This is an optimization exercise on Yosys and OpenROAD, whose aim is small area, a short achievable clock period and few clock cycles per item, not a production implementation.
Only simulation tests tie the RTL to the original design; equivalence was not proved.

Design calendar_date_difference, start of the top module:
module calendar_date_difference (
  input  logic                           clk_i,
  input  logic                           rst_ni,
  input  logic                           in_valid_i,
  output logic                           in_ready_o,
  input  logic [cdd_pkg::YEAR_W-1:0]     first_year_i,
  input  logic [cdd_pkg::MONTH_W-1:0]    first_month_i,
  input  logic [cdd_pkg::DAY_W-1:0]      first_day_i,
  input  logic [cdd_pkg::YEAR_W-1:0]     second_year_i,
  input  logic [cdd_pkg::MONTH_W-1:0]    second_month_i,
  input  logic [cdd_pkg::DAY_W-1:0]      second_day_i,
  output logic                           out_valid_o,
  input  logic                           out_ready_i,
  output logic [cdd_pkg::DIFF_W-1:0]     day_difference_o
);
export LEC_CHECK = 0
export CAP_MARGIN = 20
export CORE_MARGIN = 2
export CORE_UTILIZATION = 40
export SETUP_SLACK_MARGIN = 2.7
export SLEW_MARGIN = 20
create_clock -name core_clock -period 7.0 [get_ports {clk_i}]
standard.sh (not shown) runs the stock make flow with config.mk's settings and CLKGATE_MAP_FILE= SYNTH_SCRIPT=/design/flow/synth_recipe.tcl, a recipe that flattens the netlist after the stock synthesis.
==> flow/flow/run.sh <==
#!/bin/bash
# Layout flow: the standard flow (standard.sh), with one change: the
# buffers that buffer_ports puts on every input and output port are
# sky130_fd_sc_hd__buf_2 instead of the cell OpenROAD picks by default.
set -euo pipefail
export BUFFER_PORTS_ARGS="-buffer_cell sky130_fd_sc_hd__buf_2"
bash standard.sh finish > standard_flow.log 2>&1
Testbench counts at the start, summed over its fixed seeds: cycles 24,016, items 24,000.
Edit:
--- a/flow/config.mk
+++ b/flow/config.mk
@@ -11 +11 @@
-export SETUP_SLACK_MARGIN = 2.7
+export SETUP_SLACK_MARGIN = 2.6
The new run passed the timing, design-rule and antenna checks.
Synthesized cell count does not change.
Area after synthesis does not change.
Critical path depth went up by 1.
Non-clock buffer count decreases by 14.
Register-to-register slack gets worse by 60 ps.
Routed wire length grows by 0.37%.
First-iteration DRC count rises by 4.3%.

---

lane 1:
calendar_date_difference, a different RTL version from the one above (not shown whole).
For scale: about 98 flip-flops, roughly 11000 um^2 of cells after synthesis.
export LEC_CHECK = 0
export CAP_MARGIN = 20
export CORE_MARGIN = 2
export CORE_UTILIZATION = 40
export SETUP_SLACK_MARGIN = 2.4
export SLEW_MARGIN = 20
create_clock -name core_clock -period 7.0 [get_ports {clk_i}]
==> flow/flow/run.sh <==
#!/bin/bash
# Layout flow: the standard flow (standard.sh) with two changes:
# - the buffers that buffer_ports puts on every input and output port are
#   sky130_fd_sc_hd__buf_1 instead of the cell OpenROAD picks by default;
# - Yosys's synth skips its quick internal ABC pass (SYNTH_ARGS=-noabc), so
#   the full adders written in the RTL reach extract_fa as written; the
#   technology mapping ABC pass after it runs as usual.
set -euo pipefail
export BUFFER_PORTS_ARGS="-buffer_cell sky130_fd_sc_hd__buf_1"
export SYNTH_ARGS="-noabc"
bash standard.sh finish > standard_flow.log 2>&1
Lane 1 ended with every stage complete and zero timing, DRC or antenna violations.
Testbench counts of lane 1, summed over its fixed seeds: cycles 24,016, items 24,000.
Changes in lane 2 relative to lane 1:
- SETUP_SLACK_MARGIN now 2.7, was 2.4
- CTS_BUF_LIST now sky130_fd_sc_hd__clkbuf_8, previously not set
--- outcome ---
- Going from lane 1 to lane 2, largest net degree at the start of global routing decreased about 15%; via count shows an increase of 38; share of final layout cell area taken by clock buffers and inverters shrank by 0.87 points; worst setup slack moved up.
- Going from lane 1 to lane 2, count of buffers added by post-CTS timing repair for setup grows by 2.
For lane 3, these inputs were changed with respect to lane 2:
- a change of SETUP_SLACK_MARGIN from 2.7 to 2.5
==> comparison <==
Comparing lane 2 against lane 3, there is no change at all in number of buffers added on ports. Area taken by flip-flops and latches: lane 2 vs lane 3 identical.
Here is what was changed in the inputs of lane 4 compared with lane 3.
- SETUP_SLACK_MARGIN changed from 2.5 to 2.9
==> comparison <==
Lane 4 finished every step from synthesis to the final layout, and the layout passed the timing, design-rule and antenna checks.
Relative to lane 3, the number of design-rule violations left by the first detailed-router iteration of lane 4 is higher by 73.
From lane 3 to lane 4 the numbers moved as follows: worst setup slack went up, design area moved up, non-clock buffer count shows an increase of 36%.
The share of the final layout cell area in sequential cells reported for lane 4 is smaller than that of lane 3 by 1.5 points.

---

Setup of amber:
Another version of the RTL of calendar_date_difference (not shown whole).
Size in the first run: about 97 flip-flops, roughly 74 I/O pins.
// calendar_date_difference
module calendar_date_difference (
  input  logic                           clk_i,
  input  logic                           rst_ni,
  input  logic                           in_valid_i,
  output logic                           in_ready_o,
  input  logic [cdd_pkg::YEAR_W-1:0]     first_year_i,
  input  logic [cdd_pkg::MONTH_W-1:0]    first_month_i,
  input  logic [cdd_pkg::DAY_W-1:0]      first_day_i,
  input  logic [cdd_pkg::YEAR_W-1:0]     second_year_i,
  input  logic [cdd_pkg::MONTH_W-1:0]    second_month_i,
  input  logic [cdd_pkg::DAY_W-1:0]      second_day_i,
  output logic                           out_valid_o,
  input  logic                           out_ready_i,
  output logic [cdd_pkg::DIFF_W-1:0]     day_difference_o
);
==> flow/config.mk <==
export PLATFORM = sky130hd
export DESIGN_NAME = calendar_date_difference
export DESIGN_NICKNAME = calendar_date_difference
export VERILOG_FILES = /design/flow/design.v
export SDC_FILE = /design/flow/constraint.sdc
export NUM_CORES = 4
export LEC_CHECK = 0
export CAP_MARGIN = 20
export CORE_MARGIN = 2
export CORE_UTILIZATION = 40
export SETUP_SLACK_MARGIN = 2.4
export SLEW_MARGIN = 20
==> flow/constraint.sdc <==
create_clock -name core_clock -period 7.0 [get_ports {clk_i}]
set_input_delay 1.4000 -clock core_clock [delete_from_list [all_inputs] [get_ports {clk_i}]]
set_output_delay 1.4000 -clock core_clock [all_outputs]
set_load 0.01 [all_outputs]
Scripts as last shown in full above: flow/flow/run.sh
Testbench counts of amber, summed over its fixed seeds: cycles 24,016, items 24,000.
Changes in pepper relative to amber:
-- flow/config.mk --
<<< amber, line 11
>>> pepper, line 11
export CTS_BUF_LIST = sky130_fd_sc_hd__clkbuf_8
### Flow results
A capture point of the critical path of day_difference_o[21] is what amber shows, while gb_q belongs to pepper.
Number of optimization iterations in the first detailed-route pass up 2 in pepper wrt amber
Tightest slew margin relative to the limit (higher): amber
Going from amber to pepper, fraction of met1 tracks used by global routing ~0 delta, wire length decreased by about 0.55% relative to the old numbers.
Clock-pin slew reported for the worst setup and hold paths after clock tree synthesis | pepper above amber
Between amber and pepper, the area growth from synthesis to layout is higher for amber.
met3 routed wirelength was higher in the run labelled pepper.
pepper ended with more final period utilization than amber.
Edits applied to the flow inputs when going from pepper to raven:
-- flow/flow/run.sh --
<<< pepper, line 4
#   sky130_fd_sc_hd__buf_1 instead of the cell OpenROAD picks by default;
>>> raven, line 4
#   sky130_fd_sc_hd__buf_2 instead of the cell OpenROAD picks by default;
<<< pepper, line 9
export BUFFER_PORTS_ARGS="-buffer_cell sky130_fd_sc_hd__buf_1"
>>> raven, line 9
export BUFFER_PORTS_ARGS="-buffer_cell sky130_fd_sc_hd__buf_2"
-- flow/config.mk --
<<< pepper, line 8
>>> raven, line 8
export ABC_CLOCK_PERIOD_IN_PS = 4500
<<< pepper, line 11
export CTS_BUF_LIST = sky130_fd_sc_hd__clkbuf_8
>>> raven, line 12
Findings:
No stage failed in raven, and the final checks on the layout all came back clean. In the flow results for pepper and raven, the time the final worst path needs with I/O delays and setup is smaller on pepper. In the flow results for pepper and raven, the cell area is larger on raven. On data arrival time of the critical path, the higher figure sits with pepper, not raven. Between raven and pepper, it is raven whose fraction of standard cell area in multi-input logic is lower, by 1.1 points. NOTE: worst-margin pin slew in raven falls short of that of pepper. pepper → raven: delay of the slowest cell on the worst path down 0.10 ns, wire length after detailed routing decreased by 120 µm relative to the old numbers, relative max-transition margin went up by 0.63 points. Timing endpoint of the critical path = dt_q[10]: raven; timing endpoint of the critical path = gb_q: pepper.

---

Another version of the RTL of calendar_date_difference (not shown whole).
Size: about 1200 cells after synthesis, ~98 flip-flops, about 74 I/O pins.
export LEC_CHECK = 0
export CAP_MARGIN = 20
export CORE_MARGIN = 2
export CORE_UTILIZATION = 40
export SETUP_SLACK_MARGIN = 2.9
export SLEW_MARGIN = 20
create_clock -name core_clock -period 7.0 [get_ports {clk_i}]
==> flow/flow/run.sh <==
#!/bin/bash
# Layout flow: the standard flow (standard.sh), with one change: the
# buffers that buffer_ports puts on every input and output port are
# sky130_fd_sc_hd__buf_2 instead of the cell OpenROAD picks by default.
set -euo pipefail
export BUFFER_PORTS_ARGS="-buffer_cell sky130_fd_sc_hd__buf_2"
bash standard.sh finish > standard_flow.log 2>&1
Testbench counts at the start, summed over its fixed seeds: cycles 24,016, items 24,000.
Change:
- SETUP_SLACK_MARGIN: 2.9 -> 2.6
- final cell count drops by about 3%
- synthesized cell count does not change
- first-iteration DRC count climbs by 2.1%
- die area does not change
- register-to-register slack degrades by 0.02 ns
- design area drops by 8.4%
Change:
- SETUP_SLACK_MARGIN: 2.6 -> 3.7
The new run ran to the end with no violations.
Wire length grows by roughly a tenth.
Setup slack is better by 0.087 ns.
Non-clock buffer count grows by 126.
First-iteration DRC count shrinks by roughly a tenth.
Die area does not change.
Change:
- SETUP_SLACK_MARGIN: 3.7 -> 3.2
After rerunning: The new run went through all stages and came out clean; cell area goes down by 3.0%; fmax barely changes; global-route usage barely changes; clock skew came out higher by 0.0083 ns; first-iteration DRC count rose by about 33%; die area stays the same; via count shrinks by about 0.55%; core utilization went down by 1.6 points; worst setup slack degrades by 0.011 ns.

## what the ideal ports hide
Ports are ideal in the flow. The routed layouts listed here were re-timed in OpenROAD.
Step 1 (the two cells are an assumption about what drives the block):
set clk [get_ports {clk_i}]
set_driving_cell -lib_cell sky130_fd_sc_hd__clkbuf_16 $clk
set_driving_cell -lib_cell sky130_fd_sc_hd__buf_2 [delete_from_list [all_inputs] $clk]
Step 2 times the ports against the registers' clock, not the clock port: input delays grow and output delays shrink by t, the midpoint of the rising clock arrivals with the driver on.
Slacks: ideal / step 1 / step 2; pairs: ideal / step 1.
| run | t (ns) | setup WS [ns] | latest minus earliest clock arrival (ns) | worst register clock-pin slew, ns | worst data-port slew with drivers (ns) |
|---|---|---|---|---|---|
| the first run of note 1 | 0.392 | 2.709 / 2.664 / 2.388 | 0.008 / 0.008 | 0.07 / 0.07 | 0.04 |
| the second run of note 1 | 0.398 | 2.726 / 2.712 / 2.354 | 0.010 / 0.010 | 0.07 / 0.07 | 0.03 |
| lane 1 | 0.381 | 2.559 / 2.559 / 2.249 | 0.010 / 0.010 | 0.07 / 0.07 | 0.03 |
| lane 2 | 0.423 | 2.783 / 2.783 / 2.407 | 0.015 / 0.015 | 0.10 / 0.10 | 0.04 |
| lane 3 | 0.409 | 2.649 / 2.649 / 2.284 | 0.014 / 0.013 | 0.10 / 0.10 | 0.03 |
| lane 4 | 0.406 | 2.883 / 2.883 / 2.544 | 0.016 / 0.016 | 0.10 / 0.10 | 0.06 |
| amber | 0.389 | 2.575 / 2.534 / 2.242 | 0.011 / 0.011 | 0.07 / 0.07 | 0.03 |
| pepper | 0.413 | 2.564 / 2.535 / 2.168 | 0.014 / 0.014 | 0.10 / 0.10 | 0.03 |
| raven | 0.390 | 2.558 / 2.521 / 2.194 | 0.010 / 0.009 | 0.07 / 0.07 | 0.03 |
| the first run of note 4 | 0.383 | 2.791 / 2.751 / 2.477 | 0.011 / 0.011 | 0.07 / 0.07 | 0.05 |
| the second run of note 4 | 0.393 | 2.728 / 2.701 / 2.360 | 0.011 / 0.011 | 0.07 / 0.07 | 0.03 |
| the third run of note 4 | 0.390 | 2.816 / 2.773 / 2.451 | 0.011 / 0.011 | 0.07 / 0.07 | 0.05 |
| the fourth run of note 4 | 0.393 | 2.805 / 2.761 / 2.426 | 0.018 / 0.018 | 0.08 / 0.08 | 0.06 |
After both steps setup and hold are still met in every run listed. The setup slack of pepper, which loses most, moves by -0.029 ns with the drivers and by -0.396 ns with both steps.
